Context: an optimization exercise on an open-source flow, tuned for small area. The choices shown serve that exercise and are no tape-out recipe.
Where RTL was checked, it was by simulation tests only, not by an equivalence proof against the original.
Function not checked in runs 5 and 6: the RTL went through the layout flow alone.
Power is estimated from default activity; no workload was simulated.

==> flow/design.v <==
`timescale 1ns/1ps
`default_nettype none
module rv_top (
    input  logic        clk,
    input  logic        reset,
    output logic [31:0] inst_addr,
    input  logic [31:0] inst_data,
    input  logic        inst_valid,
    output logic        halted,
    output logic        retire_valid,
    output logic        retire_rd_wen,
    output logic [31:0] retire_pc,
    output logic [4:0]  retire_rd_addr,
    output logic [31:0] retire_rd_data
);
    localparam logic [3:0] C_NOP   = 4'd0;
    localparam logic [3:0] C_LUI   = 4'd1;
    localparam logic [3:0] C_AUIPC = 4'd2;
    localparam logic [3:0] C_JAL   = 4'd3;
    localparam logic [3:0] C_JALR  = 4'd4;
    localparam logic [3:0] C_BR    = 4'd5;
    localparam logic [3:0] C_OPI   = 4'd6;
    localparam logic [3:0] C_OP    = 4'd7;
    localparam logic [3:0] C_EBRK  = 4'd8;
    logic [3:0]  ph;         
    logic        clr;        
    logic        irv;        
    logic        ex;         
    logic        post;       
    logic        taken;      
    logic        wen;        
    logic        halt_q;
    logic [4:0]  wb_rd;
    logic [31:0] pc;         
    logic [31:0] npc;        
    logic [31:0] r;          
    logic [31:7] ir;
    logic [3:0]  cls;
    logic        c_main, c_tgt, c_inc, neq, dly;
    logic [4:0]  s_reg;
    logic is_lui, is_auipc, is_jal, is_jalr, is_br, is_opi, is_op, is_ebrk, is_alu;
    logic [2:0] f3;
    logic [4:0] rd;
    logic       rd_wen;
    assign is_lui   = (cls == C_LUI);
    assign is_auipc = (cls == C_AUIPC);
    assign is_jal   = (cls == C_JAL);
    assign is_jalr  = (cls == C_JALR);
    assign is_br    = (cls == C_BR);
    assign is_opi   = (cls == C_OPI);
    assign is_op    = (cls == C_OP);
    assign is_ebrk  = (cls == C_EBRK);
    assign is_alu   = is_op | is_opi;
    assign f3       = ir[14:12];
    assign rd       = ir[11:7];
    assign rd_wen   = (is_lui | is_auipc | is_jal | is_jalr | is_alu) && (rd != 5'd0);
    logic [3:0] cls_in;
    always_comb begin
        case (inst_data[6:0])
            7'b0110111: cls_in = C_LUI;
            7'b0010111: cls_in = C_AUIPC;
            7'b1101111: cls_in = C_JAL;
            7'b1100111: cls_in = C_JALR;
            7'b1100011: cls_in = C_BR;
            7'b0010011: cls_in = C_OPI;
            7'b0110011: cls_in = C_OP;
            default:    cls_in = C_NOP;
        endcase
        if (inst_data == 32'h0010_0073) cls_in = C_EBRK;
    end
    logic [31:0] imm;
    logic [1:0]  immb;
    always_comb begin
        if (is_lui || is_auipc)
            imm = {ir[31:12], 12'b0};
        else if (is_jal)
            imm = {{12{ir[31]}}, ir[19:12], ir[20], ir[30:21], 1'b0};
        else if (is_br)
            imm = {{20{ir[31]}}, ir[7], ir[30:25], ir[11:8], 1'b0};
        else
            imm = {{20{ir[31]}}, ir[31:20]};
    end
    assign immb = imm[{ph, 1'b0} +: 2];
    logic        wb_act;
    logic [1:0]  wdat;
    logic [1:0]  tap [0:31];
    assign wb_act = post && wen;
    assign wdat   = clr ? 2'b00 : r[1:0];
    assign tap[0] = 2'b00;
    for (genvar gi = 1; gi < 32; gi++) begin : g_rf
        logic [31:0] q;
        logic        sel;
        assign sel = clr || (wb_act && (wb_rd == gi));
        always_ff @(posedge clk) begin
            q <= {(sel ? wdat : q[1:0]), q[31:2]};
        end
        assign tap[gi] = q[1:0];
    end
    logic [1:0] a, b, rs2b, pcb;
    assign a    = tap[ir[19:15]];
    assign rs2b = tap[ir[24:20]];
    assign b    = (is_opi || is_jalr) ? immb : rs2b;
    assign pcb  = npc[1:0];
    logic       sub, p0, p1;
    logic [1:0] bx, sm, tg, inc;
    logic       cm_in, cm0, cm1, ct_in, ct0, ct1, ci_in, ci0, ci1;
    assign sub   = is_br || (is_alu && (f3 == 3'b010 || f3 == 3'b011))
                || (is_op && f3 == 3'b000 && ir[30]);
    assign bx    = b ^ {2{sub}};
    assign cm_in = (ph == 4'd0) ? sub : c_main;
    assign sm[0] = a[0] ^ bx[0] ^ cm_in;
    assign cm0   = (a[0] & bx[0]) | (cm_in & (a[0] ^ bx[0]));
    assign sm[1] = a[1] ^ bx[1] ^ cm0;
    assign cm1   = (a[1] & bx[1]) | (cm0 & (a[1] ^ bx[1]));
    assign ct_in = (ph != 4'd0) && c_tgt;
    assign tg[0] = pcb[0] ^ immb[0] ^ ct_in;
    assign ct0   = (pcb[0] & immb[0]) | (ct_in & (pcb[0] ^ immb[0]));
    assign tg[1] = pcb[1] ^ immb[1] ^ ct0;
    assign ct1   = (pcb[1] & immb[1]) | (ct0 & (pcb[1] ^ immb[1]));
    assign ci_in  = (ph == 4'd1) || ((ph != 4'd0) && c_inc);
    assign inc[0] = pcb[0] ^ ci_in;
    assign ci0    = pcb[0] & ci_in;
    assign inc[1] = pcb[1] ^ ci0;
    assign ci1    = pcb[1] & ci0;
    logic neq_now, eq, lt, ltu, take_now;
    assign neq_now = ((ph != 4'd0) && neq) || (a != b);
    assign eq      = !neq_now;
    assign ltu     = !cm1;
    assign lt      = (a[1] ^ b[1]) ? a[1] : sm[1];
    always_comb begin
        case (f3)
            3'b000:  take_now = eq;
            3'b001:  take_now = !eq;
            3'b100:  take_now = lt;
            3'b101:  take_now = !lt;
            3'b110:  take_now = ltu;
            3'b111:  take_now = !ltu;
            default: take_now = 1'b0;
        endcase
    end
    logic       rsh, sll, slt;
    logic [4:0] s_eff;
    logic [3:0] m;
    logic [1:0] y;
    assign rsh = is_alu && (f3 == 3'b101);
    assign sll = is_alu && (f3 == 3'b001);
    assign slt = is_alu && (f3[2:1] == 2'b01);
    always_comb begin
        case (ph)
            4'd0:    s_eff = {3'b000, b};
            4'd1:    s_eff = {1'b0, b, s_reg[1:0]};
            4'd2:    s_eff = {b[0], s_reg[3:0]};
            default: s_eff = s_reg;
        endcase
    end
    assign m    = s_eff[4:1];
    assign y[0] = s_eff[0] ? ((ph != 4'd0) && dly) : a[0];
    assign y[1] = s_eff[0] ? a[0] : a[1];
    logic [1:0] res, nstr;
    logic       hold, fix, fill;
    logic signed [6:0] q;
    always_comb begin
        res = 2'b00;
        if (is_br || is_auipc) res = tg;
        else if (is_jal || is_jalr) res = inc;
        else if (is_lui) res = immb;
        else if (is_alu) begin
            case (f3)
                3'b000:  res = sm;
                3'b001:  res = y;
                3'b010:  res = {1'b0, lt};
                3'b011:  res = {1'b0, ltu};
                3'b100:  res = a ^ b;
                3'b101:  res = a;
                3'b110:  res = a | b;
                default: res = a & b;
            endcase
        end
        if (is_jal) nstr = tg;
        else if (is_jalr) nstr = {sm[1], sm[0] && (ph != 4'd0)};
        else nstr = inc;
    end
    assign fill = rsh && ir[30] && a[1];
    assign fix  = ex && sll && (ph == 4'd2) && (m == 4'd15);
    assign hold = ex && sll && (ph >= 4'd2) && ({1'b0, ph} + {1'b0, m} >= 5'd16) && !fix;
    always_comb begin
        if (ex && rsh) q = 7'sd30 - $signed({2'b00, s_eff});
        else if (ex && slt) q = 7'sd0;
        else q = 7'sd30;
    end
    logic [1:0]  ins;
    logic [31:0] r_next;
    assign ins = ex ? res : 2'b00;
    always_comb begin
        for (int p = 0; p < 32; p++) begin
            if (hold) r_next[p] = r[p];
            else if (fix) r_next[p] = (p >= 30) ? r[(p >= 2) ? p - 2 : 0] : ((p >= 28) ? 1'b0 : r[p]);
            else if (p < q) r_next[p] = r[(p < 30) ? p + 2 : 31];
            else if (p == q) r_next[p] = ins[0];
            else if (p == q + 1) r_next[p] = ins[1];
            else r_next[p] = fill;
        end
    end
    logic cap, ret;
    assign ret = post && (ph == 4'd0);
    assign cap = inst_valid && !irv && !halt_q && !ret;
    always_ff @(posedge clk) begin
        r <= r_next;
        dly <= a[1];
        c_main <= cm1;
        c_tgt  <= ct1;
        c_inc  <= ci1;
        neq    <= neq_now;
        if (ph == 4'd0) s_reg[1:0] <= b;
        if (ph == 4'd1) s_reg[3:2] <= b;
        if (ph == 4'd2) s_reg[4]   <= b[0];
        if (cap) begin
            ir  <= inst_data[31:7];
            cls <= cls_in;
        end
        if (ex) npc <= {nstr, npc[31:2]};
        else if (clr) npc <= {(ph == 4'd15), 1'b0, npc[31:2]};
        else if (post && taken) npc <= {r[1:0], npc[31:2]};
        else npc <= {npc[1:0], npc[31:2]};
        if (ph == 4'd15 && ex) begin
            taken <= is_br && take_now;
            wen   <= rd_wen;
            wb_rd <= rd;
        end
    end
    always_ff @(posedge clk) begin
        if (reset) begin
            ph     <= 4'd0;
            clr    <= 1'b1;
            irv    <= 1'b0;
            ex     <= 1'b0;
            post   <= 1'b0;
            halt_q <= 1'b0;
            pc     <= 32'h8000_0000;
        end else begin
            ph <= ph + 4'd1;
            if (cap) irv <= 1'b1;
            if (ph == 4'd15) begin
                clr  <= 1'b0;
                post <= ex;
                ex   <= (irv || cap) && !ex && !halt_q;
                if (ex) begin
                    irv <= 1'b0;
                    if (is_ebrk) halt_q <= 1'b1;
                end
            end
            if (ret) pc <= taken ? r : npc;
        end
    end
    assign inst_addr      = pc;
    assign halted         = halt_q;
    assign retire_valid   = ret;
    assign retire_pc      = pc;
    assign retire_rd_wen  = wen;
    assign retire_rd_addr = wb_rd;
    assign retire_rd_data = r;
endmodule
`default_nettype wire
==> flow/run.sh <==
#!/bin/bash
# synth_recipe.tcl (not shown) runs the flow's synth.tcl, then flattens the netlist and writes it again
# the make line also repeats each setting of config.mk as NAME=value (left out here)
make -C /OpenROAD-flow-scripts/flow DESIGN_CONFIG=/design/flow/config.mk WORK_HOME=/design/flow/orfs CLKGATE_MAP_FILE= SYNTH_SCRIPT=/design/flow/synth_recipe.tcl finish
==> flow/config.mk <==
export PLATFORM = sky130hd
export DESIGN_NAME = rv_top
export DESIGN_NICKNAME = rv_top
export VERILOG_FILES = /design/flow/design.v
export SDC_FILE = /design/flow/constraint.sdc
export NUM_CORES = 4
export LEC_CHECK = 0
export CAP_MARGIN = 20
export CORE_MARGIN = 2
export CORE_UTILIZATION = 40
export SLEW_MARGIN = 20
==> flow/constraint.sdc <==
create_clock -name core_clock -period 16.0 [get_ports {clk}]
set_input_delay 3.2000 -clock core_clock [delete_from_list [all_inputs] [get_ports {clk}]]
set_output_delay 3.2000 -clock core_clock [all_outputs]
set_load 0.01 [all_outputs]
==> impl_results.md, run 1 <==
* EDFF count, synth at 73
* Detailed Route Iter0 Violations at 1364
* Fin. Hold Viols at 0
* Hold Crit Class: flop to flop
* Simple logic cell fraction of the synthesized area at 8.80%
* Max Clk Rate at 146 MHz
* Clk root buf: clkbuf_16
* RSZ-0062 raised after global routing: no
* Least-Margin Pin Slew at 1.04 ns
* CP arrival at 7.21 ns
* Htree depth at 3
* Hold path depth at 0
* I/O Pins at 139
* RR Startpoint: ir[23]
* Post-synth top flop: dfxtp_1
* Post-Syn Area per Cell at 12.9 um2
* Final wirelength at 75000 um
* WL met2 at 34000 um
* Clock Path Buffers at 3
* Max_slew headroom at 30.7%
* Critical path capture point type: flop
* Largest register FFs at 992
* Clock Latency Late Sink at 0.69 ns
* Netlist Area Pre-Place at 31400 um2
* Async SR Flop Fraction at 0%
* R2r endpoint: r[14]
* P_leak at 14.1 nW
* Power Density at 148 nW/um2
* Pin count of the biggest net entering global routing at 67
* Worst Setup Start Kind: flop
* Complex-gate fraction of the synthesized area at 8.66%
* Mapped Cells at 2428
* R2R Setup Slk at 9.17 ns
* Most numerous cell on the critical path: o21ai_0
* Routed met1 length at 34300 um
* Pre-CTS setup slack at 9.40 ns
* First-pass GRT wire length at 112000 um
* Post-route ant nets at 0
* Hold slack at 0.302 ns
* Top layer reached by signal wires: met4
* Antenna violations before repair at 0
* FP Rows at 102
* Cts hold-fix bufs at 0
* Post-Synth XOR/XNOR Area at 0.307%
* Post-CTS sizing at 0
* Hold Path End: g_rf[22].q[25]
* Avg WL per Cell at 20.4 um
* Peak per-stage delay on the critical path at 0.99 ns
* Clk slew on worst S/H paths at 0.07 ns
* Post-route design area at 37100 um2
* Yosys reg bits at 1143
* Seq/Total Area, Yosys at 75.2%
* VDD IR-drop max at 103 uV
* Largest family of logic cells by synthesized area: simple AND/OR/NAND/NOR gates
* Met3 wire length at 3570 um
* Vias in the first global route at 17900
* Crit path buf inv count at 1
* Status: timing/DRC/antenna clean
* Setup bufs post-CTS at 0
* PortBufs at 138
* Share of layout cells above drive strength 1 at 9.33%
* Setup slack after layout at 9.17 ns
* Core ar. at 77600 um2
* Synth Warn # at 2
* Setup TNS at 0 ns
* Die Ht at 284 um
* Die W at 284 um
* Portion of netlist area occupied by mux cells at 3.49%
* Data required, critical path at 16.38 ns
* Vias at 18400
* Post-DP Area at 33600 um2
* Dpl hpwl at 52400 um
* Clk sinks at 1143
* CP top delay family: compound AO/OA/AOI/OAI gates
* Most flop-heavy register: g_rf.q
* Overflow after GRT at 0
* Worst path cell trace: nor2_1 -> a22o_1 -> a41oi_1 -> nand4b_1 -> o21ai_0 -> o211ai_2 -> ha_1 -> xnor2_1 -> o21ai_1 -> inv_1 -> ha_1 -> nand2_1 -> nor4_1 -> o21ai_0 -> mux2i_1 -> o21ai_0 -> a22o_1
* Routability cong. at 0.955
* Final net count at 2605
* Cts bufs inserted at 103
* Worst path slowest cell: edfxtp_1
* Shortest period the worst path allows at 6.83 ns
* FF-to-FF path depth at 17
* N_diodes at 0
* GR Util All Layers at 18.3%
* Vias per inst at 5.00
* Clock Skew at 0.0619 ns
* Final cycle utilization of the critical path at 42.7%
* Max_cap viols at 0
* Netlist cell types at 95
* Critical path class: flop to flop
* Finish-stage setup viols at 0
* Worst Hold Launch: g_rf[22].q[27]
* Setup crit start: ir[23]
* Final Max Slew Viols at 0
* Residual DRC count at 0
* Die ar. at 80700 um2
* Drt pass-1 iters at 6
* Area share of fa/ha/maj cells after synthesis at 0.853%
* Critical-path maximum fanout at 28
* Initial Util at 40.5%
* CTS tree: built
* P&R area growth vs syn at 18.2%
[layout make-up]
type                    instances  area (um2)
clock inverters                43         478
repair buffers                160        1550
flip-flops and latches       1143       23600
multi-input cells            1105        6960
fillers                      6881       40500
well taps                    1040        1300
inverters                      38         143
clock buffers                 149        3060
[cell families after synthesis]
family,after synthesis
xor+xnor,11
buf+inv,180
mux,100
flops,1143
simple gates,560
fa+ha+maj,19
compound gates,415
[power breakdown]
part | internal, mW | switching, mW | total, mW
Clock | 1.41 | 1.05 | 2.46
Sequential | 2.88 | 0.0197 | 2.90
Combinational | 0.0430 | 0.0733 | 0.116
Total | 4.33 | 1.14 | 5.47
[cells in the mapped netlist (17+ instances only)]
cell      instances  area [um2]
dfxtp_1        1070       21400
nor2_1          153         574
nand2_1         145         544
a21oi_1         105         526
o21ai_0         103         515
mux2i_1          81         811
clkbuf_1         80         300
edfxtp_1         73        2190
nand3_1          68         340
a211oi_1         43         323
inv_1            36         135
buf_4            33         248
nor3_1           30         150
a31oi_1          24         150
nand4_1          22         138
nor2b_1          22         138
buf_2            17        85.1
nand2b_1         17         106
nor4_1           17         106
[worst reg2reg max path, stage by stage (launching register included)]
cell and delay (ns):
edfxtp_1 0.99, nor2_1 0.26, a22o_1 0.30, a41oi_1 0.20, nand4b_1 0.14, o21ai_0 0.60, o211ai_2 0.37, ha_1 0.39
xnor2_1 0.57, o21ai_1 0.31, inv_1 0.51, ha_1 0.40, nand2_1 0.23, nor4_1 0.50, o21ai_0 0.28, mux2i_1 0.20
o21ai_0 0.11, a22o_1 0.19
[per-stage QoR]
| stage | instances | util (%) | power [mW] |
|---|---|---|---|
| floorplan | 2428 | - | 3.03 |
| detailed placement | 3486 | 43.3 | 3.08 |
| global placement | 3486 | 43.3 | 3.08 |
| finish | 3678 | 47.8 | 5.47 |
| global route | 3678 | 47.8 | 5.67 |
| CTS | 3678 | 47.8 | 5.54 |
[metal layers]
layer  vias up  GRT usage, %
li1       8651             -
met3       179          2.77
met5         -             0
met4         0          7.78
met1      8963          24.6
met2       592          29.3
[how the worst max path moves through the flow]
stage	slack [ns]	endpoint	depth (start not counted)
6_report	9.17	r[14]	17
5_1_grt	8.71	r[14]	17
4_1_cts	9.34	r[14]	17
3_5_place_dp	9.40	r[14]	17
3_3_place_gp	9.48	r[14]	17
2_1_floorplan	9.21	cls[0]	1
[cell usage in the layout, fill, tap and decap left out, types with 9 or more instances in the layout]
cell type,synthesis,layout
dfxtp_1,1070,1069
nor2_1,153,153
nand2_1,145,145
clkdlybuf4s50_1,0,138
clkbuf_16,0,106
a21oi_1,105,105
o21ai_0,103,103
mux2i_1,81,80
edfxtp_1,73,73
nand3_1,68,68
a211oi_1,43,43
inv_1,36,36
nor3_1,30,30
a31oi_1,24,24
clkbuf_8,0,24
nand4_1,22,22
buf_4,33,22
nor2b_1,22,21
clkinv_2,0,21
clkbuf_1,80,18
nand2b_1,17,17
nand3b_1,16,16
nor4_1,17,16
ha_1,15,15
and3_1,13,11
mux2_2,11,11
o211ai_1,10,10
a32oi_1,9,9
a221oi_1,9,9
==> inputs of run 2 (changes only) <==
--- a/flow/design.v
+++ b/flow/design.v
@@ -68,29 +68,44 @@
         endcase
         if (inst_data == 32'h0010_0073) cls_in = C_EBRK;
     end
-    logic [31:0] imm;
-    logic [1:0]  immb;
-    always_comb begin
-        if (is_lui || is_auipc)
-            imm = {ir[31:12], 12'b0};
-        else if (is_jal)
-            imm = {{12{ir[31]}}, ir[19:12], ir[20], ir[30:21], 1'b0};
-        else if (is_br)
-            imm = {{20{ir[31]}}, ir[7], ir[30:25], ir[11:8], 1'b0};
-        else
-            imm = {{20{ir[31]}}, ir[31:20]};
-    end
-    assign immb = imm[{ph, 1'b0} +: 2];
+    logic [1:0] immb;
+    logic       fu, fj, fb, fi, sg;
+    assign fu = is_lui || is_auipc;
+    assign fj = is_jal;
+    assign fb = is_br;
+    assign fi = !(fu || fj || fb);
+    assign sg = ir[31];
+    always_comb begin
+        case (ph)
+            4'd0:  immb = {ir[21] & !fu & !fb | fb & ir[8], ir[20] & fi};
+            4'd1:  immb = fu ? 2'b00 : fb ? ir[10:9] : ir[23:22];
+            4'd2:  immb = fu ? 2'b00 : fb ? {ir[25], ir[11]} : ir[25:24];
+            4'd3:  immb = fu ? 2'b00 : ir[27:26];
+            4'd4:  immb = fu ? 2'b00 : ir[29:28];
+            4'd5:  immb = fu ? 2'b00 : {fb ? ir[7] : fj ? ir[20] : sg, ir[30]};
+            4'd6:  immb = (fu || fj) ? ir[13:12] : {sg, sg};
+            4'd7:  immb = (fu || fj) ? ir[15:14] : {sg, sg};
+            4'd8:  immb = (fu || fj) ? ir[17:16] : {sg, sg};
+            4'd9:  immb = (fu || fj) ? ir[19:18] : {sg, sg};
+            default: immb = fu ? ir[{ph, 1'b0} +: 2] : {sg, sg};
+        endcase
+    end
     logic        wb_act;
     logic [1:0]  wdat;
     logic [1:0]  tap [0:31];
     assign wb_act = post && wen;
     assign wdat   = clr ? 2'b00 : r[1:0];
     assign tap[0] = 2'b00;
+    logic [3:0] wsa;
+    logic [7:0] wsb;
+    always_comb begin
+        for (int i = 0; i < 4; i++) wsa[i] = clr || (wb_act && (wb_rd[1:0] == i));
+        for (int i = 0; i < 8; i++) wsb[i] = clr || (wb_rd[4:2] == i);
+    end
     for (genvar gi = 1; gi < 32; gi++) begin : g_rf
         logic [31:0] q;
         logic        sel;
-        assign sel = clr || (wb_act && (wb_rd == gi));
+        assign sel = wsa[gi % 4] && wsb[gi / 4];
         always_ff @(posedge clk) begin
             q <= {(sel ? wdat : q[1:0]), q[31:2]};
         end
@@ -183,21 +198,26 @@
     assign fill = rsh && ir[30] && a[1];
     assign fix  = ex && sll && (ph == 4'd2) && (m == 4'd15);
     assign hold = ex && sll && (ph >= 4'd2) && ({1'b0, ph} + {1'b0, m} >= 5'd16) && !fix;
-    always_comb begin
-        if (ex && rsh) q = 7'sd30 - $signed({2'b00, s_eff});
-        else if (ex && slt) q = 7'sd0;
-        else q = 7'sd30;
-    end
+    logic [4:0]  u;
+    logic [32:0] t;          
     logic [1:0]  ins;
+    logic        be, bo;
     logic [31:0] r_next;
+    always_comb begin
+        if (ex && rsh) u = ~s_eff;
+        else if (ex && slt) u = 5'd1;
+        else u = 5'd31;
+        for (int i = 0; i < 33; i++) t[i] = (i < u);
+    end
     assign ins = ex ? res : 2'b00;
+    assign be  = u[0] ? ins[0] : ins[1];
+    assign bo  = u[0] ? ins[1] : ins[0];
     always_comb begin
         for (int p = 0; p < 32; p++) begin
-            if (hold) r_next[p] = r[p];
-            else if (fix) r_next[p] = (p >= 30) ? r[(p >= 2) ? p - 2 : 0] : ((p >= 28) ? 1'b0 : r[p]);
-            else if (p < q) r_next[p] = r[(p < 30) ? p + 2 : 31];
-            else if (p == q) r_next[p] = ins[0];
-            else if (p == q + 1) r_next[p] = ins[1];
+            if (hold || (fix && p < 28)) r_next[p] = r[p];
+            else if (fix) r_next[p] = (p >= 30) ? r[(p >= 2) ? p - 2 : 0] : 1'b0;
+            else if (t[p + 1]) r_next[p] = r[(p < 30) ? p + 2 : 31];
+            else if ((p == 0) || t[(p > 0) ? p - 1 : 0]) r_next[p] = (p % 2 == 0) ? be : bo;
             else r_next[p] = fill;
         end
     end
==> flow/flow/run.sh (new file) <==
#!/bin/bash
# Standard ORFS layout with these changes:
#  - synthesis maps logic with the area-only ABC script in flow/abc_area.script
#    (same yosys flow, registers untouched; ABC buffers are removed at floorplan)
#  - port buffers are buf_1
#  - CTS without dummy loads, with clkbuf_8 clusters of up to 18 sinks
set -euo pipefail
mkdir -p scripts_mod
for f in "$FLOW_HOME"/scripts/*; do ln -sf "$f" scripts_mod/; done
rm -f scripts_mod/abc_area.script
cp flow/abc_area.script scripts_mod/abc_area.script
export SCRIPTS_DIR="$PWD/scripts_mod"
export BUFFER_PORTS_ARGS="-buffer_cell sky130_fd_sc_hd__buf_1"
export REMOVE_ABC_BUFFERS=1
export CTS_ARGS="-sink_clustering_enable -repair_clock_nets -dont_use_dummy_load -sink_clustering_size 18 -sink_clustering_max_diameter 80 -buf_list sky130_fd_sc_hd__clkbuf_8"
bash standard.sh > standard.log 2>&1
==> flow/flow/abc_area.script (new file) <==
strash
dch -f
amap
topo
==> flow/standard.sh (new file) <==
#!/bin/bash
# synth_recipe.tcl (not shown) runs the flow's synth.tcl, then flattens the netlist and writes it again
# the make line also repeats each setting of config.mk as NAME=value (left out here)
make -C /OpenROAD-flow-scripts/flow DESIGN_CONFIG=/design/flow/config.mk WORK_HOME=/design/flow/orfs CLKGATE_MAP_FILE= SYNTH_SCRIPT=/design/flow/synth_recipe.tcl "${@:-finish}"
--- a/flow/config.mk
+++ b/flow/config.mk
@@ -5,7 +5,8 @@
 export SDC_FILE = /design/flow/constraint.sdc
 export NUM_CORES = 4
 export LEC_CHECK = 0
+export ABC_AREA = 1
 export CAP_MARGIN = 20
 export CORE_MARGIN = 2
-export CORE_UTILIZATION = 40
+export CORE_UTILIZATION = 58
 export SLEW_MARGIN = 20
removed: flow/run.sh
==> impl_results.md, run 2 <==
* Pin count of the biggest net entering global routing at 55 (was 67)
* Post-DP Area at 30700 um2 (was 33600 um2)
* Finish-stage setup viols at 0 (unchanged)
* Dpl hpwl at 41300 um (was 52400 um)
* Initial Util at 58.7% (was 40.5%)
* Final cycle utilization of the critical path at 47.4% (was 42.7%)
* Most flop-heavy register: g_rf.q (unchanged)
* Vias in the first global route at 15500 (was 17900)
* Cell taking the most area after synthesis: dfxtp_1 (unchanged)
* Netlist Area Pre-Place at 29500 um2 (was 31400 um2)
* Clock Latency Late Sink at 0.67 ns (was 0.69 ns)
* RSZ-0062 raised after global routing: no (unchanged)
* Least-Margin Pin Slew at 0.987 ns (was 1.04 ns)
* Critical path capture point type: flop (unchanged)
* Overflow after GRT at 0 (unchanged)
* FF-to-FF path depth at 25 (was 17)
* Synth Warn # at 2 (unchanged)
* Routability cong. at 0.885 (was 0.955)
* Commonest non-fill, non-tap cell in the layout: dfxtp_1 (unchanged)
* I/O Pins at 139 (unchanged)
* P&R area growth vs syn at 7.78% (was 18.2%)
* Antenna violations before repair at 1 (was 0)
* Final net count at 2456 (was 2605)
* Hold path depth at 0 (unchanged)
* R2R Setup Slk at 8.41 ns (was 9.17 ns)
* Post-Syn Area per Cell at 13.4 um2 (was 12.9 um2)
* Setup TNS at 0 ns (unchanged)
* VDD IR-drop max at 108 uV (was 103 uV)
* CTS tree: built (unchanged)
* Hold slack at 0.242 ns (was 0.302 ns)
* Post-CTS sizing at 0 (unchanged)
* First-pass GRT wire length at 90300 um (was 112000 um)
* Hold Crit Class: flop to flop (unchanged)
* Share of layout cells above drive strength 1 at 3.96% (was 9.33%)
* Clock share of power at 28.7% (was 44.9%)
* R2r endpoint: r[24] (was r[14])
* P_leak at 11.7 nW (was 14.1 nW)
* Clk slew on worst S/H paths at 0.11 ns (was 0.07 ns)
* Most frequent cells in the layout: 1070 x dfxtp_1, 201 x clkinv_1, 172 x nor2_1, 138 x buf_1, 93 x o22ai_1 (was 1069 x dfxtp_1, 153 x nor2_1, 145 x nand2_1, 138 x clkdlybuf4s50_1, 106 x clkbuf_16)
* Htree depth at 3 (unchanged)
* Synth top area share at 72.7% (was 68.2%)
* Max_slew headroom at 33.8% (was 30.7%)
* Most used standard cell by instance count after synthesis: dfxtp_1 (unchanged)
* Flop pwr share at 69.4% (was 53.0%)
* Yosys reg bits at 1143 (unchanged)
* Vias at 15900 (was 18400)
* GR Util All Layers at 22.8% (was 18.3%)
* Worst path slowest cell: dfxtp_1 (was edfxtp_1)
* Worst Hold Launch: g_rf[7].q[31] (was g_rf[22].q[27])
* Switching Share at 20.2% (was 20.9%)
* Async SR Flop Fraction at 0% (unchanged)
* Net Switching at 842 uW (was 1.14 mW)
* Synth top cells by count: 1070 x dfxtp_1, 201 x clkinv_1, 175 x nor2_1 (was 1070 x dfxtp_1, 153 x nor2_1, 145 x nand2_1)
* Netlist cell types at 40 (was 95)
* Data required, critical path at 16.37 ns (was 16.38 ns)
* Peak per-stage delay on the critical path at 0.72 ns (was 0.99 ns)
* Int Power at 3.33 mW (was 4.33 mW)
* Seq/Total Area, Yosys at 80.1% (was 75.2%)
* Synth top area cells: dfxtp_1 73%, edfxtp_1 7.4%, clkinv_1 2.6% (was dfxtp_1 68%, edfxtp_1 7.0%, mux2i_1 2.6%)
* Die W at 229 um (was 284 um)
* EDFF count, synth at 73 (unchanged)
* Drt pass-1 iters at 7 (was 6)
* Status: timing/DRC/antenna clean (unchanged)
* PortBufs at 138 (unchanged)
* Fin. Hold Viols at 0 (unchanged)
* Post-route design area at 31800 um2 (was 37100 um2)
* Mapped Cells at 2203 (was 2428)
* Worst Setup Start Kind: flop (unchanged)
* Residual DRC count at 0 (unchanged)
* Shortest period the worst path allows at 7.59 ns (was 6.83 ns)
* Vias per inst at 5.17 (was 5.00)
* Post-synth top flop: dfxtp_1 (unchanged)
* Die ar. at 52600 um2 (was 80700 um2)
* Clock Skew at 0.0908 ns (was 0.0619 ns)
* Combinational share of power at 1.8% (was 2.1%)
* Clk root buf: clkbuf_8 (was clkbuf_16)
* Final cell count without fillers at 3072 (was 3678)
* Final core occ at 63.3% (was 47.8%)
* # placed instances at 2995 (was 3486)
* Critical-path maximum fanout at 18 (was 28)
* Clk sinks at 1143 (unchanged)
* Critical path class: flop to flop (unchanged)
* Core ar. at 50200 um2 (was 77600 um2)
* Max Clk Rate at 132 MHz (was 146 MHz)
* Most numerous cell on the critical path: clkinv_1 (was o21ai_0)
* Largest register FFs at 992 (unchanged)
* Final wirelength at 59400 um (was 75000 um)
* CP arrival at 7.96 ns (was 7.21 ns)
* Power Density at 131 nW/um2 (was 148 nW/um2)
* Setup bufs post-CTS at 0 (unchanged)
* Cts bufs inserted at 75 (was 103)
* Clock Path Buffers at 3 (unchanged)
* FP Rows at 82 (was 102)
* Cts hold-fix bufs at 0 (unchanged)
* Max_cap viols at 0 (unchanged)
* Hold Path End: g_rf[7].q[29] (was g_rf[22].q[25])
* Avg WL per Cell at 19.3 um (was 20.4 um)
* RR Startpoint: ph[0] (was ir[23])
* Die Ht at 229 um (was 284 um)
* Detailed Route Iter0 Violations at 1022 (was 1364)
* Final Max Slew Viols at 0 (unchanged)
* Post-route ant nets at 0 (unchanged)
run 2: changes by cell type in the layout (fill, tap and decap cells not counted), sizes merged, moves of 26 or more:
cell / change
a211oi: -38
a21oi: -26
buf: +130
clkbuf: -74
clkdlybuf4s50: -138
clkinv: +165
inv: -41
mux2i: -81
nand2: -82
nand3: -58
o21ai: -41
o22ai: +85
or2: +79
run 2: layout make-up:
cell class	count	area (um2)
sequential	1143	23600
clock buffer	75	1030
tap	672	841
multi-input combinational	827	4890
fill	3691	18400
inverter	201	754
antenna	2	5.00
timing repair buffer	152	623
run 2: worst max-delay path: cells and delay by family (launching register included):
| family | cells | cell delay, ns |
|---|---|---|
| AO/OA/AOI/OAI | 9 | 2.48 |
| buffers and inverters | 6 | 1.74 |
| AND/OR/NAND/NOR | 7 | 1.22 |
| adder cells (fa/ha/maj) | 3 | 1.11 |
| flip-flops | 1 | 0.72 |
run 2: per-layer routing:
layer  part of all wire, %  wire (um)  up-vias  GRT usage, %
li1                      -          -     7788             -
met1                    46      27200     7568          31.6
met2                    46      27600      421          36.5
met3                   4.6       2760      116          3.51
met4                   3.0       1800        0          8.24
met5                     0          0        -             0
run 2: worst max path at each step:
stage                from     to  slack, ns  depth (start not counted)
2_1_floorplan  inst_valid     ex       9.11                          5
3_3_place_gp        ph[0]  r[24]       8.72                         25
3_5_place_dp        ph[0]  r[24]       8.67                         25
4_1_cts             ph[0]  r[24]       8.59                         25
5_1_grt             ph[0]  r[24]       7.70                         25
6_report            ph[0]  r[24]       8.41                         25
run 2: kinds of logic (layout without fill, tap and decap cells):
kind of cell	Yosys count	count (layout)	synth area share (%)
AND/OR/NAND/NOR	436	436	7.18
adder cells (fa/ha/maj)	21	21	0.994
other	0	2	0
flip-flops	1143	1143	80.1
buffers and inverters	233	428	3.38
AO/OA/AOI/OAI	370	370	8.31
run 2: power groups by stage:
stage	clock, mW	combinational, mW	sequential (mW)
finish	1.20	0.0755	2.89
global route	1.34	0.0834	2.90
CTS	1.25	0.0743	2.89
detailed placement	0	0.0739	2.96
global placement	0	0.0751	2.96
floorplan	0	0.0476	2.95
run 2: metrics by stage:
step	power, mW	setup slack (ns)
final	4.17	8.41
after floorplan	3.00	9.11
after global placement	3.04	8.72
after global routing	4.32	7.70
after detailed placement	3.03	8.67
after CTS	4.21	8.59
==> inputs of run 3 (changes only) <==
==> flow/flow/run.sh (replaced) <==
#!/bin/bash
# Standard ORFS layout with these changes:
#  - synthesis maps logic with the area-only ABC script in flow/abc_area.script
#    (same yosys flow, registers untouched; ABC buffers are removed at floorplan)
#  - port buffers are buf_1
#  - CTS without dummy loads, with clkbuf_8 clusters of up to 20 sinks
set -euo pipefail
mkdir -p scripts_mod
for f in "$FLOW_HOME"/scripts/*; do ln -sf "$f" scripts_mod/; done
rm -f scripts_mod/abc_area.script
cp flow/abc_area.script scripts_mod/abc_area.script
export SCRIPTS_DIR="$PWD/scripts_mod"
export BUFFER_PORTS_ARGS="-buffer_cell sky130_fd_sc_hd__buf_1"
export REMOVE_ABC_BUFFERS=1
export CTS_ARGS="-sink_clustering_enable -repair_clock_nets -dont_use_dummy_load -sink_clustering_size 20 -sink_clustering_max_diameter 60 -buf_list sky130_fd_sc_hd__clkbuf_8"
bash standard.sh > standard.log 2>&1
==> impl_results.md, run 3 <==
* Clock Skew at 0.0986 ns (was 0.0908 ns)
* Worst path slowest cell: dfxtp_1 (unchanged)
* Most used standard cell by instance count after synthesis: dfxtp_1 (unchanged)
* Clk sinks at 1143 (unchanged)
* Post-CTS sizing at 0 (unchanged)
* Max_cap viols at 0 (unchanged)
* Commonest non-fill, non-tap cell in the layout: dfxtp_1 (unchanged)
* Most frequent cells in the layout: 1070 x dfxtp_1, 201 x clkinv_1, 172 x nor2_1, 138 x buf_1, 93 x o22ai_1 (unchanged)
* Max_slew headroom at 33.7% (was 33.8%)
* Max Clk Rate at 132 MHz (about the same)
* Drt pass-1 iters at 6 (was 7)
* Clock Latency Late Sink at 0.69 ns (was 0.67 ns)
* Htree depth at 3 (unchanged)
* Clock Path Buffers at 3 (unchanged)
* Post-synth top flop: dfxtp_1 (unchanged)
* CTS tree: built (unchanged)
* Initial Util at 58.7% (unchanged)
* Final Max Slew Viols at 0 (unchanged)
* P&R area growth vs syn at 7.60% (was 7.78%)
* CP arrival at 7.93 ns (was 7.96 ns)
* Pin count of the biggest net entering global routing at 55 (unchanged)
* Final cycle utilization of the critical path at 47.3% (was 47.4%)
* Post-Synth XOR/XNOR Area at 0% (unchanged)
* Final net count at 2452 (was 2456)
* Fill cells at 3697 (was 3691)
* Post-Syn Area per Cell at 13.4 um2 (unchanged)
* Hold slack at 0.261 ns (was 0.242 ns)
* P_leak at 11.7 nW (about the same)
* Final wirelength at 59000 um (was 59400 um)
* Routability cong. at 0.885 (unchanged)
* I/O Pins at 139 (unchanged)
* Hold Crit Class: flop to flop (unchanged)
* Async SR Flop Fraction at 0% (unchanged)
* Share of layout cells above drive strength 1 at 3.80% (was 3.96%)
* Vias at 15900 (about the same)
* Status: timing/DRC/antenna clean (unchanged)
* Post-DP Area at 30700 um2 (unchanged)
* Largest family of logic cells by synthesized area: compound AO/OA/AOI/OAI gates (unchanged)
* Vias in the first global route at 15400 (was 15500)
* Die ar. at 52600 um2 (unchanged)
* Post-route ant nets at 0 (unchanged)
* Core ar. at 50200 um2 (unchanged)
* Synth top cells by count: 1070 x dfxtp_1, 201 x clkinv_1, 175 x nor2_1 (unchanged)
* RSZ-0062 raised after global routing: no (unchanged)
* EDFF count, synth at 73 (unchanged)
* Most flop-heavy register: g_rf.q (unchanged)
* Portion of netlist area occupied by mux cells at 0% (unchanged)
* Seq/Total Area, Yosys at 80.1% (unchanged)
* Finish-stage setup viols at 0 (unchanged)
* Most numerous cell on the critical path: clkinv_1 (unchanged)
* Clk root buf: clkbuf_8 (unchanged)
* Yosys reg bits at 1143 (unchanged)
* Peak per-stage delay on the critical path at 0.72 ns (about the same)
* GR Util All Layers at 22.6% (was 22.8%)
* Cts bufs inserted at 71 (was 75)
* Mapped Cells at 2203 (unchanged)
* Cts hold-fix bufs at 0 (unchanged)
* Residual DRC count at 0 (unchanged)
* Antenna violations before repair at 1 (unchanged)
* Synth top area cells: dfxtp_1 73%, edfxtp_1 7.4%, clkinv_1 2.6% (unchanged)
* Netlist cell types at 40 (unchanged)
* VDD IR-drop max at 107 uV (was 108 uV)
* Data required, critical path at 16.36 ns (was 16.37 ns)
* Clk slew on worst S/H paths at 0.11 ns (about the same)
* Area share of fa/ha/maj cells after synthesis at 0.994% (unchanged)
* Dpl hpwl at 41300 um (unchanged)
* Least-Margin Pin Slew at 0.989 ns (was 0.987 ns)
* Fin. Hold Viols at 0 (unchanged)
* Worst Setup Start Kind: flop (unchanged)
* Setup TNS at 0 ns (unchanged)
* Die W at 229 um (unchanged)
* Avg WL per Cell at 19.2 um (was 19.3 um)
* FP Rows at 82 (unchanged)
* Cell taking the most area after synthesis: dfxtp_1 (unchanged)
* Netlist Area Pre-Place at 29500 um2 (unchanged)
* Setup bufs post-CTS at 0 (unchanged)
* Die Ht at 229 um (unchanged)
* Power Density at 131 nW/um2 (about the same)
* Largest register FFs at 992 (unchanged)
* Shortest period the worst path allows at 7.57 ns (was 7.59 ns)
* Simple logic cell fraction of the synthesized area at 7.18% (unchanged)
* Detailed Route Iter0 Violations at 1068 (was 1022)
* PortBufs at 138 (unchanged)
* Synth top area share at 72.7% (unchanged)
* Overflow after GRT at 0 (unchanged)
* Complex-gate fraction of the synthesized area at 8.31% (unchanged)
* Power Total at 4.14 mW (was 4.17 mW)
* Post-route design area at 31700 um2 (was 31800 um2)
* Vias per inst at 5.18 (was 5.17)
* Critical path class: flop to flop (unchanged)
* First-pass GRT wire length at 89300 um (was 90300 um)
* Critical path capture point type: flop (unchanged)
* Synth Warn # at 2 (unchanged)
* Critical-path maximum fanout at 18 (unchanged)
## run 3: cell counts after synthesis
Identical to the previous run, type by type.
## run 3: power breakdown
part / switching [mW] / internal [mW]
clock: 0.768 / 0.402
sequential: 0.0149 / 2.88
combinational: 0.0519 / 0.0236
total: 0.834 / 3.31
## run 3: cell type report
class / instances / area, um2 / area share [%]
Antenna cell: 3 / 7.51 / 0.0237
Clock buffer: 71 / 977 / 3.08
Inverter: 201 / 754 / 2.38
Multi-Input combinational cell: 827 / 4890 / 15.4
Sequential cell: 1143 / 23600 / 74.5
Tap cell: 672 / 841 / 2.65
Timing Repair Buffer: 152 / 623 / 1.97
## run 3: cells by family after synthesis
| logic type | after synthesis |
|---|---|
| and+or+nand+nor | 436 |
| AOI/OAI and AO/OA | 370 |
| buffers and inverters | 233 |
| adders and majority gates | 21 |
| DFF | 1143 |
## run 3: worst paths after layout
| kind | endpoint | from | slack [ns] | cells after the start |
|---|---|---|---|---|
| worst max-delay path | r[24] | ph[0] | 8.43 | 25 |
| worst max register to register | r[24] | ph[0] | 8.43 | 25 |
| worst min register to register | g_rf[4].q[27] | g_rf[4].q[29] | 0.26 | 0 |
| worst min-delay path | g_rf[4].q[27] | g_rf[4].q[29] | 0.26 | 0 |
## run 3: critical path, delay by kind of cell, from the launching register on
| family | cells | cell delay (ns) |
|---|---|---|
| AOI/OAI and AO/OA | 9 | 2.46 |
| buffers and inverters | 6 | 1.74 |
| and+or+nand+nor | 7 | 1.24 |
| adders and majority gates | 3 | 1.12 |
| DFF | 1 | 0.72 |
## run 3: stage by stage
step / util [%] / setup WS, ns / instances
2_1_floorplan: - / 9.11 / 2171
6_report: 63.2 / 8.43 / 3069
3_5_place_dp: 61.2 / 8.67 / 2995
4_1_cts: 63.2 / 8.59 / 3066
5_1_grt: 63.2 / 7.71 / 3066
3_3_place_gp: 61.2 / 8.72 / 2995
## run 3: per-layer routing
layer,global-route usage (%),routed length (um)
met4,9.25,2110
met3,4.28,3110
met5,0,0
met1,31.4,27000
met2,35.1,26800
==> inputs of run 4 (changes only) <==
==> flow/flow/run.sh (replaced) <==
#!/bin/bash
# Standard ORFS layout, with smaller port buffers, no ABC buffers and a CTS without dummy loads.
set -euo pipefail
export BUFFER_PORTS_ARGS="-buffer_cell sky130_fd_sc_hd__buf_1"
export REMOVE_ABC_BUFFERS=1
export CTS_ARGS="-sink_clustering_enable -repair_clock_nets -dont_use_dummy_load -sink_clustering_size 20 -sink_clustering_max_diameter 80 -buf_list sky130_fd_sc_hd__clkbuf_8"
bash standard.sh > standard.log 2>&1
removed: flow/flow/abc_area.script
==> impl_results.md, run 4 <==
* Yosys reg bits at 1143 (unchanged)
* Vias in the first global route at 16200 (was 15400)
* Synth top area share at 71.4% (was 72.7%)
* Worst Setup Start Kind: flop (unchanged)
* Post-route design area at 32000 um2 (was 31700 um2)
* Setup slack after layout at 9.47 ns (was 8.43 ns)
* Setup TNS at 0 ns (unchanged)
* Vias at 16600 (was 15900)
* Synth top cells by count: 1070 x dfxtp_1, 311 x nand2_1, 158 x o21ai_0 (was 1070 x dfxtp_1, 201 x clkinv_1, 175 x nor2_1)
* Least-Margin Pin Slew at 1.12 ns (was 0.989 ns)
* Hold Crit Class: flop to flop (unchanged)
* Data required, critical path at 12.80 ns (was 16.36 ns)
* Shortest period the worst path allows at 6.53 ns (was 7.57 ns)
* Htree depth at 3 (unchanged)
* Worst path cell trace: inv_2 -> ha_1 -> nand2_1 -> inv_1 -> nand2_1 -> clkinv_1 -> buf_4 -> buf_1
* Peak per-stage delay on the critical path at 0.73 ns (was 0.72 ns)
* Overflow after GRT at 0 (unchanged)
* PortBufs at 138 (unchanged)
* Most flop-heavy register: g_rf.q (unchanged)
* Critical path class: flop to primary output (was flop to flop)
* Vias per inst at 5.13 (was 5.18)
* EDFF count, synth at 73 (unchanged)
* Detailed Route Iter0 Violations at 1210 (was 1068)
* P&R area growth vs syn at 6.65% (was 7.60%)
* Max Clk Rate at 153 MHz (was 132 MHz)
* Cts bufs inserted at 68 (was 71)
* R2r endpoint: r[27] (was r[24])
* Clk sinks at 1143 (unchanged)
* # placed instances at 3171 (was 2995)
* Avg WL per Cell at 19.8 um (was 19.2 um)
* Commonest non-fill, non-tap cell in the layout: dfxtp_1 (unchanged)
* Drt pass-1 iters at 5 (was 6)
* Async SR Flop Fraction at 0% (unchanged)
* Die Ht at 231 um (was 229 um)
* Netlist cell types at 57 (was 40)
* Power Density at 129 nW/um2 (was 131 nW/um2)
* I/O Pins at 139 (unchanged)
* Clock Latency Late Sink at 0.70 ns (was 0.69 ns)
* Core ar. at 51200 um2 (was 50200 um2)
* Hold slack at 0.283 ns (was 0.261 ns)
* Status: timing/DRC/antenna clean (unchanged)
* Die ar. at 53600 um2 (was 52600 um2)
* Most used standard cell by instance count after synthesis: dfxtp_1 (unchanged)
* Pin count of the biggest net entering global routing at 64 (was 55)
* Cts hold-fix bufs at 0 (unchanged)
* Synth top area cells: dfxtp_1 71%, edfxtp_1 7.3%, nand2_1 3.9% (was dfxtp_1 73%, edfxtp_1 7.4%, clkinv_1 2.6%)
* FP Rows at 83 (was 82)
* Setup bufs post-CTS at 0 (unchanged)
* Mapped Cells at 2418 (was 2203)
* VDD IR-drop max at 109 uV (was 107 uV)
* Pre-CTS setup slack at 10.22 ns (was 8.67 ns)
* Most frequent cells in the layout: 1070 x dfxtp_1, 311 x nand2_1, 158 x o21ai_0, 146 x inv_1, 138 x buf_1 (was 1070 x dfxtp_1, 201 x clkinv_1, 172 x nor2_1, 138 x buf_1, 93 x o22ai_1)
* Initial Util at 58.6% (was 58.7%)
* Routability cong. at 0.932 (was 0.885)
* Largest register FFs at 992 (unchanged)
* P_leak at 13.1 nW (was 11.7 nW)
* CTS tree: built (unchanged)
* Crit path buf inv count at 5 (was 6)
* Seq/Total Area, Yosys at 78.7% (was 80.1%)
* N_diodes at 0 (was 3)
* RSZ-0062 raised after global routing: no (unchanged)
* Die W at 231 um (was 229 um)
* Post-CTS sizing at 0 (unchanged)
* Synth Warn # at 2 (unchanged)
* Cell taking the most area after synthesis: dfxtp_1 (unchanged)
* Clock Path Buffers at 3 (unchanged)
* Setup crit start: ph[0] (unchanged)
* Final Max Slew Viols at 0 (unchanged)
* FF-to-FF path depth at 18 (was 25)
* Finish-stage setup viols at 0 (unchanged)
* WP depth at 8 (was 25)
* GR Util All Layers at 24.2% (was 22.6%)
* Dpl hpwl at 46500 um (was 41300 um)
* Final net count at 2617 (was 2452)
* Residual DRC count at 0 (unchanged)
* CP arrival at 3.33 ns (was 7.93 ns)
* Clk slew on worst S/H paths at 0.12 ns (was 0.11 ns)
* Fin. Hold Viols at 0 (unchanged)
* Worst path slowest cell: dfxtp_1 (unchanged)
* Max_cap viols at 0 (unchanged)
* Share of layout cells above drive strength 1 at 5.67% (was 3.80%)
* Clock Skew at 0.103 ns (was 0.0986 ns)
* Post-DP Area at 31100 um2 (was 30700 um2)
* Crit path capture: retire_valid (was r[24])
* Final core occ at 62.5% (was 63.2%)
* Antenna violations before repair at 0 (was 1)
* Final wirelength at 64200 um (was 59000 um)
* Clk root buf: clkbuf_8 (unchanged)
* Post-Syn Area per Cell at 12.4 um2 (was 13.4 um2)
* First-pass GRT wire length at 96300 um (was 89300 um)
* Final cell count without fillers at 3239 (was 3069)
* Critical-path maximum fanout at 63 (was 18)
* Netlist Area Pre-Place at 30000 um2 (was 29500 um2)
* Post-synth top flop: dfxtp_1 (unchanged)
* Final cycle utilization of the critical path at 40.8% (was 47.3%)
* RR Startpoint: ph[0] (unchanged)
* Power Total at 4.13 mW (was 4.14 mW)
* Critical path capture point type: primary output (was flop)
* Most numerous cell on the critical path: nand2_1 (was clkinv_1)
* Max_slew headroom at 24.5% (was 33.7%)
* R2R Setup Slk at 10.76 ns (was 8.43 ns)
* Post-route ant nets at 0 (unchanged)
* CP top delay family: buffers and inverters (was compound AO/OA/AOI/OAI gates)
==> run 4: changes by cell type after synthesis, sizes merged, moves of 31 or more <==
cell,previous run,this run
clkinv,201,2
o22ai,93,6
nand3,11,139
o21ai,64,183
or2,84,3
mux2i,0,31
nor2,175,117
inv,0,163
nand2,64,326
==> run 4: cells by family after synthesis <==
kind of cell	after synthesis	share of synthesized area, %
multiplexers	31	1.03
AND/OR/NAND/NOR	666	10.0
flip-flops	1143	78.7
adder cells (fa/ha/maj)	21	0.976
buffers and inverters	245	3.61
XOR/XNOR	3	0.0876
AO/OA/AOI/OAI	309	5.57
==> run 4: worst min-delay path by stage <==
| stage | startpoint | endpoint | slack (ns) | cells past startpoint |
|---|---|---|---|---|
| floorplan | g_rf[10].q[2] | g_rf[10].q[0] | 0.31 | 0 |
| global placement | g_rf[1].q[18] | g_rf[1].q[16] | 0.31 | 0 |
| detailed placement | g_rf[18].q[13] | g_rf[18].q[11] | 0.31 | 0 |
| CTS | g_rf[28].q[30] | g_rf[28].q[28] | 0.28 | 0 |
| global route | g_rf[28].q[30] | g_rf[28].q[28] | 0.28 | 0 |
| finish | g_rf[28].q[30] | g_rf[28].q[28] | 0.28 | 0 |
==> run 4: where the power goes <==
| group | internal [mW] | total, mW | switching (mW) |
|---|---|---|---|
| Sequential | 2.88 | 2.89 | 0.0111 |
| Combinational | 0.0237 | 0.0904 | 0.0668 |
| Clock | 0.386 | 1.15 | 0.763 |
==> run 4: worst reg2reg max path, stage by stage (launching register included) <==
cell and delay [ns]:
dfxtp_1 0.73, inv_2 0.25, ha_1 0.34, nand2_1 0.33, inv_1 0.25, o21ai_0 0.14
a21oi_1 0.06, nor2_1 0.11, nand3_1 0.11, nand3_1 0.14, nand2_2 0.13, nand2_1 0.12
nand2_1 0.10, nand2_1 0.08, nor2_1 0.04, nand3_1 0.61, inv_1 0.53, a21oi_2 0.46
buf_4 0.39
==> run 4: layout make-up <==
cell class | count | area, um2
multi-input cells | 1030 | 5350
fillers | 3828 | 19200
flip-flops and latches | 1143 | 23600
well taps | 680 | 851
inverters | 165 | 619
repair buffers | 153 | 634
clock buffers | 68 | 936
==> run 4: layer usage <==
layer,global-route usage [%],part of all wire [%],vias up
li1,-,-,8098
met1,34.9,47,7954
met2,37.8,45,472
met3,4.06,4.9,108
met4,7.22,2.6,0
met5,0,0,-
==> inputs of run 5 (changes only) <==
--- a/flow/design.v
+++ b/flow/design.v
@@ -75,20 +75,36 @@
     assign fb = is_br;
     assign fi = !(fu || fj || fb);
     assign sg = ir[31];
-    always_comb begin
-        case (ph)
-            4'd0:  immb = {ir[21] & !fu & !fb | fb & ir[8], ir[20] & fi};
-            4'd1:  immb = fu ? 2'b00 : fb ? ir[10:9] : ir[23:22];
-            4'd2:  immb = fu ? 2'b00 : fb ? {ir[25], ir[11]} : ir[25:24];
-            4'd3:  immb = fu ? 2'b00 : ir[27:26];
-            4'd4:  immb = fu ? 2'b00 : ir[29:28];
-            4'd5:  immb = fu ? 2'b00 : {fb ? ir[7] : fj ? ir[20] : sg, ir[30]};
-            4'd6:  immb = (fu || fj) ? ir[13:12] : {sg, sg};
-            4'd7:  immb = (fu || fj) ? ir[15:14] : {sg, sg};
-            4'd8:  immb = (fu || fj) ? ir[17:16] : {sg, sg};
-            4'd9:  immb = (fu || fj) ? ir[19:18] : {sg, sg};
-            default: immb = fu ? ir[{ph, 1'b0} +: 2] : {sg, sg};
+    logic       use_a, use_u;
+    logic [3:0] mi;
+    logic [1:0] pair;
+    assign use_a = (ph <= 4'd5) && !fu;
+    assign use_u = (ph >= 4'd6) && (fu || (fj && ph <= 4'd9));
+    assign mi    = use_a ? ph + 4'd10 : ph;
+    always_comb begin
+        case (mi)
+            4'd6:    pair = ir[13:12];
+            4'd7:    pair = ir[15:14];
+            4'd8:    pair = ir[17:16];
+            4'd9:    pair = ir[19:18];
+            4'd10:   pair = ir[21:20];
+            4'd11:   pair = ir[23:22];
+            4'd12:   pair = ir[25:24];
+            4'd13:   pair = ir[27:26];
+            4'd14:   pair = ir[29:28];
+            default: pair = ir[31:30];
         endcase
+        if (use_a || use_u) immb = pair;
+        else if (fu) immb = 2'b00;
+        else immb = {sg, sg};
+        if (ph == 4'd0) begin
+            immb[0] = pair[0] && fi;
+            if (fb) immb[1] = ir[8];
+        end
+        if (ph == 4'd1 && fb) immb = ir[10:9];
+        if (ph == 4'd2 && fb) immb[0] = ir[11];
+        if (ph == 4'd5 && fb) immb[1] = ir[7];
+        if (ph == 4'd5 && fj) immb[1] = ir[20];
     end
     logic        wb_act;
     logic [1:0]  wdat;
@@ -111,9 +127,17 @@
         end
         assign tap[gi] = q[1:0];
     end
+    logic [1:0] l1a [0:7];
+    logic [1:0] l1b [0:7];
+    always_comb begin
+        for (int g = 0; g < 8; g++) begin
+            l1a[g] = tap[4 * g + ir[16:15]];
+            l1b[g] = tap[4 * g + ir[21:20]];
+        end
+    end
     logic [1:0] a, b, rs2b, pcb;
-    assign a    = tap[ir[19:15]];
-    assign rs2b = tap[ir[24:20]];
+    assign a    = l1a[ir[19:17]];
+    assign rs2b = l1b[ir[24:22]];
     assign b    = (is_opi || is_jalr) ? immb : rs2b;
     assign pcb  = npc[1:0];
     logic       sub, p0, p1;
==> flow/flow/run.sh (replaced) <==
#!/bin/bash
# Standard ORFS layout with these changes:
#  - synthesis maps logic with the area-only ABC script in flow/abc_area.script
#    (same yosys flow, registers untouched; ABC buffers are removed at floorplan)
#  - port buffers are buf_1
#  - CTS without dummy loads, with clkbuf_8 clusters of up to 20 sinks, 60 um across
set -euo pipefail
mkdir -p scripts_mod
for f in "$FLOW_HOME"/scripts/*; do ln -sf "$f" scripts_mod/; done
rm -f scripts_mod/abc_area.script
cp flow/abc_area.script scripts_mod/abc_area.script
export SCRIPTS_DIR="$PWD/scripts_mod"
export BUFFER_PORTS_ARGS="-buffer_cell sky130_fd_sc_hd__buf_1"
export REMOVE_ABC_BUFFERS=1
export CTS_ARGS="-sink_clustering_enable -repair_clock_nets -dont_use_dummy_load -sink_clustering_size 20 -sink_clustering_max_diameter 60 -buf_list sky130_fd_sc_hd__clkbuf_8"
bash standard.sh > standard.log 2>&1
==> flow/flow/abc_area.script (new file) <==
strash
dch -f
amap
topo
==> impl_results.md, run 5 <==
* R2R Setup Slk at 7.15 ns (was 10.76 ns)
* RSZ-0062 raised after global routing: no (unchanged)
* Finish-stage setup viols at 0 (unchanged)
* Commonest non-fill, non-tap cell in the layout: dfxtp_1 (unchanged)
* FP Rows at 82 (was 83)
* Fin. Hold Viols at 0 (unchanged)
* P_leak at 11.6 nW (was 13.1 nW)
* Dpl hpwl at 38600 um (was 46500 um)
* Critical-path maximum fanout at 11 (was 63)
* Synth top area share at 73.6% (was 71.4%)
* Overflow after GRT at 0 (unchanged)
* Yosys reg bits at 1143 (unchanged)
* Share of layout cells above drive strength 1 at 3.77% (was 5.67%)
* Net Switching at 839 uW (was 840 uW)
* Async SR Flop Fraction at 0% (unchanged)
* Most frequent cells in the layout: 1070 x dfxtp_1, 277 x nor2_1, 174 x clkinv_1, 138 x buf_1, 104 x a21oi_1 (was 1070 x dfxtp_1, 311 x nand2_1, 158 x o21ai_0, 146 x inv_1, 138 x buf_1)
* Htree depth at 3 (unchanged)
* GR Util All Layers at 21.2% (was 24.2%)
* Avg WL per Cell at 17.9 um (was 19.8 um)
* Hold path depth at 0 (unchanged)
* Residual DRC count at 0 (unchanged)
* Hold Crit Class: flop to flop (unchanged)
* Final net count at 2441 (was 2617)
* Post-CTS sizing at 0 (unchanged)
* Core ar. at 49900 um2 (was 51200 um2)
* Initial Util at 58.4% (was 58.6%)
* Clock share of power at 28.3% (was 27.8%)
* Peak per-stage delay on the critical path at 0.71 ns (was 0.73 ns)
* Mapped Cells at 2195 (was 2418)
* Netlist Area Pre-Place at 29100 um2 (was 30000 um2)
* Power Density at 132 nW/um2 (was 129 nW/um2)
* Clk sinks at 1143 (unchanged)
* Setup bufs post-CTS at 0 (unchanged)
* Final wirelength at 54700 um (was 64200 um)
* Antenna violations before repair at 1 (was 0)
* Worst Hold Launch: g_rf[21].q[17] (was g_rf[28].q[30])
* Post-DP Area at 30400 um2 (was 31100 um2)
* P&R area growth vs syn at 7.63% (was 6.65%)
* Drt pass-1 iters at 5 (unchanged)
* Seq/Total Area, Yosys at 81.1% (was 78.7%)
* Clock Latency Late Sink at 0.67 ns (was 0.70 ns)
* Shortest period the worst path allows at 8.85 ns (was 6.53 ns)
* Critical path capture point type: flop (was primary output)
* Post-route design area at 31300 um2 (was 32000 um2)
* Synth Warn # at 4 (was 2)
* FF-to-FF path depth at 34 (was 18)
* Worst Setup Start Kind: flop (unchanged)
* Post-Syn Area per Cell at 13.3 um2 (was 12.4 um2)
* Max Clk Rate at 113 MHz (was 153 MHz)
* RR Startpoint: ph[0] (unchanged)
* Max_cap viols at 0 (unchanged)
* Hold Path End: g_rf[21].q[15] (was g_rf[28].q[28])
* Post-route ant nets at 0 (unchanged)
* Setup slack after layout at 7.15 ns (was 9.47 ns)
* I/O Pins at 139 (unchanged)
* Vias per inst at 5.05 (was 5.13)
* Flop pwr share at 69.7% (was 70.0%)
* Routability cong. at 0.884 (was 0.932)
* Clock Skew at 0.0919 ns (was 0.103 ns)
* Most used standard cell by instance count after synthesis: dfxtp_1 (unchanged)
* Netlist cell types at 40 (was 57)
* PortBufs at 138 (unchanged)
* Critical path class: flop to flop (was flop to primary output)
* Status: timing/DRC/antenna clean (unchanged)
* Final Max Slew Viols at 0 (unchanged)
* EDFF count, synth at 73 (unchanged)
* Cts hold-fix bufs at 0 (unchanged)
* Most numerous cell on the critical path: nor2_1 (was nand2_1)
* Vias in the first global route at 14800 (was 16200)
* Final core occ at 62.8% (was 62.5%)
* Pin count of the biggest net entering global routing at 58 (was 64)
* Vias at 15400 (was 16600)
* Post-synth top flop: dfxtp_1 (unchanged)
* Data required, critical path at 16.31 ns (was 12.80 ns)
* Combinational share of power at 2.1% (was 2.2%)
* Switching Share at 20.2% (was 20.4%)
* CTS tree: built (unchanged)
* Die ar. at 52000 um2 (was 53600 um2)
* Setup TNS at 0 ns (unchanged)
* Pre-CTS setup slack at 7.34 ns (was 10.22 ns)
* Synth top cells by count: 1070 x dfxtp_1, 280 x nor2_1, 174 x clkinv_1 (was 1070 x dfxtp_1, 311 x nand2_1, 158 x o21ai_0)
* Final cycle utilization of the critical path at 55.3% (was 40.8%)
* Cell taking the most area after synthesis: dfxtp_1 (unchanged)
* First-pass GRT wire length at 84400 um (was 96300 um)
* Clock Path Buffers at 3 (unchanged)
* Detailed Route Iter0 Violations at 1012 (was 1210)
* R2r endpoint: r[24] (was r[27])
* Die Ht at 228 um (was 231 um)
* Max_slew headroom at 31.6% (was 24.5%)
* Largest register FFs at 992 (unchanged)
* Int Power at 3.31 mW (was 3.29 mW)
* VDD IR-drop max at 108 uV (was 109 uV)
* Most flop-heavy register: g_rf.q (unchanged)
* Clk root buf: clkbuf_8 (unchanged)
* Synth top area cells: dfxtp_1 74%, edfxtp_1 7.5%, nor2_1 3.6% (was dfxtp_1 71%, edfxtp_1 7.3%, nand2_1 3.9%)
* Least-Margin Pin Slew at 1.02 ns (was 1.12 ns)
* CP arrival at 9.16 ns (was 3.33 ns)
* Clk slew on worst S/H paths at 0.11 ns (was 0.12 ns)
* Die W at 228 um (was 231 um)
* Cts bufs inserted at 71 (was 68)
* Worst path slowest cell: o21ai_0 (was dfxtp_1)
[run 5: cell type report]
| class | count | area [um2] |
|---|---|---|
| fill | 3877 | 18500 |
| antenna | 3 | 7.51 |
| tap | 672 | 841 |
| timing repair buffer | 151 | 611 |
| clock buffer | 71 | 977 |
| multi-input combinational | 846 | 4640 |
| inverter | 174 | 653 |
| sequential | 1143 | 23600 |
[run 5: layer usage]
metal | wire length (um) | share of wire [%] | GRT usage, %
met2 | 24200 | 44 | 32.7
met1 | 25800 | 47 | 29.7
met5 | 0 | 0 | 0
met3 | 2630 | 4.8 | 4.05
met4 | 2060 | 3.8 | 8.42
[run 5: how the worst max path moves through the flow]
stage                from  slack (ns)  endpoint  cells past startpoint
CTS                 ph[0]        7.19     r[24]                     34
global placement    ph[0]        7.56     r[14]                     36
finish              ph[0]        7.15     r[24]                     34
floorplan           ph[0]        8.94      r[5]                     34
global route        ph[0]        6.36     r[24]                     34
detailed placement  ph[0]        7.34      r[2]                     34
[run 5: cells by family (layout without fill, tap and decap cells)]
family | count (synthesis) | after routing | share of synthesized area [%]
AND/OR/NAND/NOR | 481 | 481 | 7.06
other | 0 | 3 | 0
AO/OA/AOI/OAI | 346 | 346 | 7.85
adder cells (fa/ha/maj) | 19 | 19 | 0.920
flip-flops | 1143 | 1143 | 81.1
buffers and inverters | 206 | 396 | 3.07
[run 5: critical path: cells and delay by family (launching register included)]
kind | cells | cell delay (ns)
flops | 1 | 0.45
simple gates | 10 | 1.08
fa+ha+maj | 3 | 1.20
compound gates | 16 | 4.51
buf+inv | 5 | 1.27
[run 5: per-stage QoR]
step,cells,hold WS [ns],power (mW)
after floorplan,2163,0.310,3.00
after global placement,2984,0.309,3.04
after detailed placement,2986,0.312,3.04
after CTS,3057,0.230,4.19
after global routing,3057,0.227,4.30
final,3060,0.224,4.15
[run 5: power groups by stage]
stage	Combinational, mW	Sequential, mW	Clock, mW
final	0.0852	2.89	1.17
after global routing	0.0933	2.89	1.32
after CTS	0.0846	2.89	1.21
after detailed placement	0.0840	2.95	0
after global placement	0.0846	2.95	0
after floorplan	0.0529	2.95	0
==> inputs of run 6 (changes only) <==
==> flow/flow/abc_area.script (replaced) <==
strash
dch
amap -F 2 -A 8
topo
==> impl_results.md, run 6 <==
* Status: timing/DRC/antenna clean (unchanged)
* Synth top cells by count: 1070 x dfxtp_1, 190 x nor2_1, 187 x clkinv_1 (was 1070 x dfxtp_1, 280 x nor2_1, 174 x clkinv_1)
* Critical path capture point type: flop (unchanged)
* I/O Pins at 139 (unchanged)
* Most used standard cell by instance count after synthesis: dfxtp_1 (unchanged)
* Synth top area share at 74.5% (was 73.6%)
* Commonest non-fill, non-tap cell in the layout: dfxtp_1 (unchanged)
* Share of layout cells above drive strength 1 at 4.24% (was 3.77%)
* Power Total at 4.15 mW (about the same)
* Async SR Flop Fraction at 0% (unchanged)
* Setup TNS at 0 ns (unchanged)
* Portion of netlist area occupied by mux cells at 0% (unchanged)
* RSZ-0062 raised after global routing: no (unchanged)
* Final cell count without fillers at 2952 (was 3060)
* Met2 Resource Use GR at 31.5% (was 32.7%)
* Post-Synth XOR/XNOR Area at 0% (unchanged)
* Yosys reg bits at 1143 (unchanged)
* Met1 usage at 30.6% (was 29.7%)
* Detailed Route Iter0 Violations at 1095 (was 1012)
* First-pass GRT wire length at 81400 um (was 84400 um)
* VDD IR-drop max at 101 uV (was 108 uV)
* Drt pass-1 iters at 7 (was 5)
* Shortest period the worst path allows at 8.66 ns (was 8.85 ns)
* Vias at 15200 (was 15400)
* Cts bufs inserted at 72 (was 71)
* Seq/Total Area, Yosys at 82.1% (was 81.1%)
* Clock Latency Late Sink at 0.68 ns (was 0.67 ns)
* Die W at 227 um (was 228 um)
* Finish-stage setup viols at 0 (unchanged)
* Largest family of logic cells by synthesized area: compound AO/OA/AOI/OAI gates (unchanged)
* FP Rows at 81 (was 82)
* Most flop-heavy register: g_rf.q (unchanged)
* Netlist cell types at 46 (was 40)
* Htree depth at 3 (unchanged)
* Pin count of the biggest net entering global routing at 39 (was 58)
* Cell taking the most area after synthesis: dfxtp_1 (unchanged)
* Complex-gate fraction of the synthesized area at 8.34% (was 7.85%)
* Post-CTS sizing at 0 (unchanged)
* Routability cong. at 0.903 (was 0.884)
* Most frequent cells in the layout: 1070 x dfxtp_1, 188 x nor2_1, 187 x clkinv_1, 137 x buf_1, 118 x o22ai_1 (was 1070 x dfxtp_1, 277 x nor2_1, 174 x clkinv_1, 138 x buf_1, 104 x a21oi_1)
* Critical path class: flop to flop (unchanged)
* Clock Path Buffers at 3 (unchanged)
* Worst Setup Start Kind: flop (unchanged)
* P_leak at 11.5 nW (was 11.6 nW)
* EDFF count, synth at 73 (unchanged)
* Final cycle utilization of the critical path at 54.1% (was 55.3%)
* Final net count at 2342 (was 2441)
* Post-Syn Area per Cell at 13.7 um2 (was 13.3 um2)
* CTS tree: built (unchanged)
* Cts hold-fix bufs at 0 (unchanged)
* GRT met3 Usage at 3.77% (was 4.05%)
* P&R area growth vs syn at 7.84% (was 7.63%)
* Vias per inst at 5.14 (was 5.05)
* Clock Skew at 0.117 ns (was 0.0919 ns)
* Netlist Area Pre-Place at 28800 um2 (was 29100 um2)
* Vias in the first global route at 14400 (was 14800)
* Hold Crit Class: flop to flop (unchanged)
* Peak per-stage delay on the critical path at 0.77 ns (was 0.71 ns)
* Synth top area cells: dfxtp_1 74%, edfxtp_1 7.6%, o22ai_1 2.6% (was dfxtp_1 74%, edfxtp_1 7.5%, nor2_1 3.6%)
* Fin. Hold Viols at 0 (unchanged)
* Clk root buf: clkbuf_8 (unchanged)
* Core ar. at 49000 um2 (was 49900 um2)
* Final core occ at 63.4% (was 62.8%)
* Antenna violations before repair at 1 (unchanged)
* Worst path slowest cell: a211oi_1 (was o21ai_0)
* Post-synth top flop: dfxtp_1 (unchanged)
* Synth Warn # at 4 (unchanged)
* Data required, critical path at 16.47 ns (was 16.31 ns)
* Avg WL per Cell at 17.9 um (about the same)
* GR Util All Layers at 21.0% (was 21.2%)
* Post-route ant nets at 0 (unchanged)
## run 6: cell types whose count changed after synthesis, sizes merged, moves of 15 or more
cell / before / now
o22ai: 26 / 119
o21a: 0 / 15
nand2: 86 / 44
a21oi: 104 / 61
nor3: 35 / 60
a31oi: 41 / 18
o41a: 28 / 0
o21ai: 69 / 42
nor2: 280 / 190
or2: 32 / 1
a221oi: 16 / 43
## run 6: where the power goes
part           switching (mW)  internal [mW]
Combinational          0.0620         0.0250
Clock                   0.763          0.407
Sequential            0.00887           2.88
Total                   0.834           3.31
## run 6: final timing paths
path / startpoint / end / slack, ns / cells after the start
max: ph[0] / r[12] / 7.34 / 36
min: g_rf[25].q[7] / g_rf[25].q[5] / 0.23 / 0
max reg2reg: ph[0] / r[12] / 7.34 / 36
min reg2reg: g_rf[25].q[7] / g_rf[25].q[5] / 0.23 / 0
## run 6: metal layers
layer  vias up  wire length [um]
met2       434             22700
met1      7174             25600
li1       7450                 -
met4         0              1720
met5         -                 0
met3       129              2840
## run 6: logic make-up after synthesis
family	count (synthesis)
flops	1143
compound gates	361
simple gates	352
buf+inv	219
fa+ha+maj	19
## run 6: final cells by class
class	instances	area [um2]
Antenna cell	2	5.00
Clock buffer	72	991
Fill cell	3703	17900
Inverter	187	702
Multi-Input combinational cell	732	4250
Sequential cell	1143	23600
Tap cell	664	831
Timing Repair Buffer	152	624
## run 6: critical path: cells and delay by family, from the launching register on
kind,cells,cell delay (ns)
buffers and inverters,5,1.31
adder cells (fa/ha/maj),3,1.16
AND/OR/NAND/NOR,9,1.33
AO/OA/AOI/OAI,19,4.29
flip-flops,1,0.39
## run 6: through the flow
| stage | hold slack, ns | cell area [um2] | setup slack, ns |
|---|---|---|---|
| final | 0.230 | 31000 | 7.34 |
| after global routing | 0.223 | 31000 | 6.35 |
| after CTS | 0.226 | 31000 | 7.03 |
| after detailed placement | 0.312 | 30000 | 7.13 |
| after global placement | 0.309 | 30000 | 7.42 |
| after floorplan | 0.310 | 28500 | 8.43 |
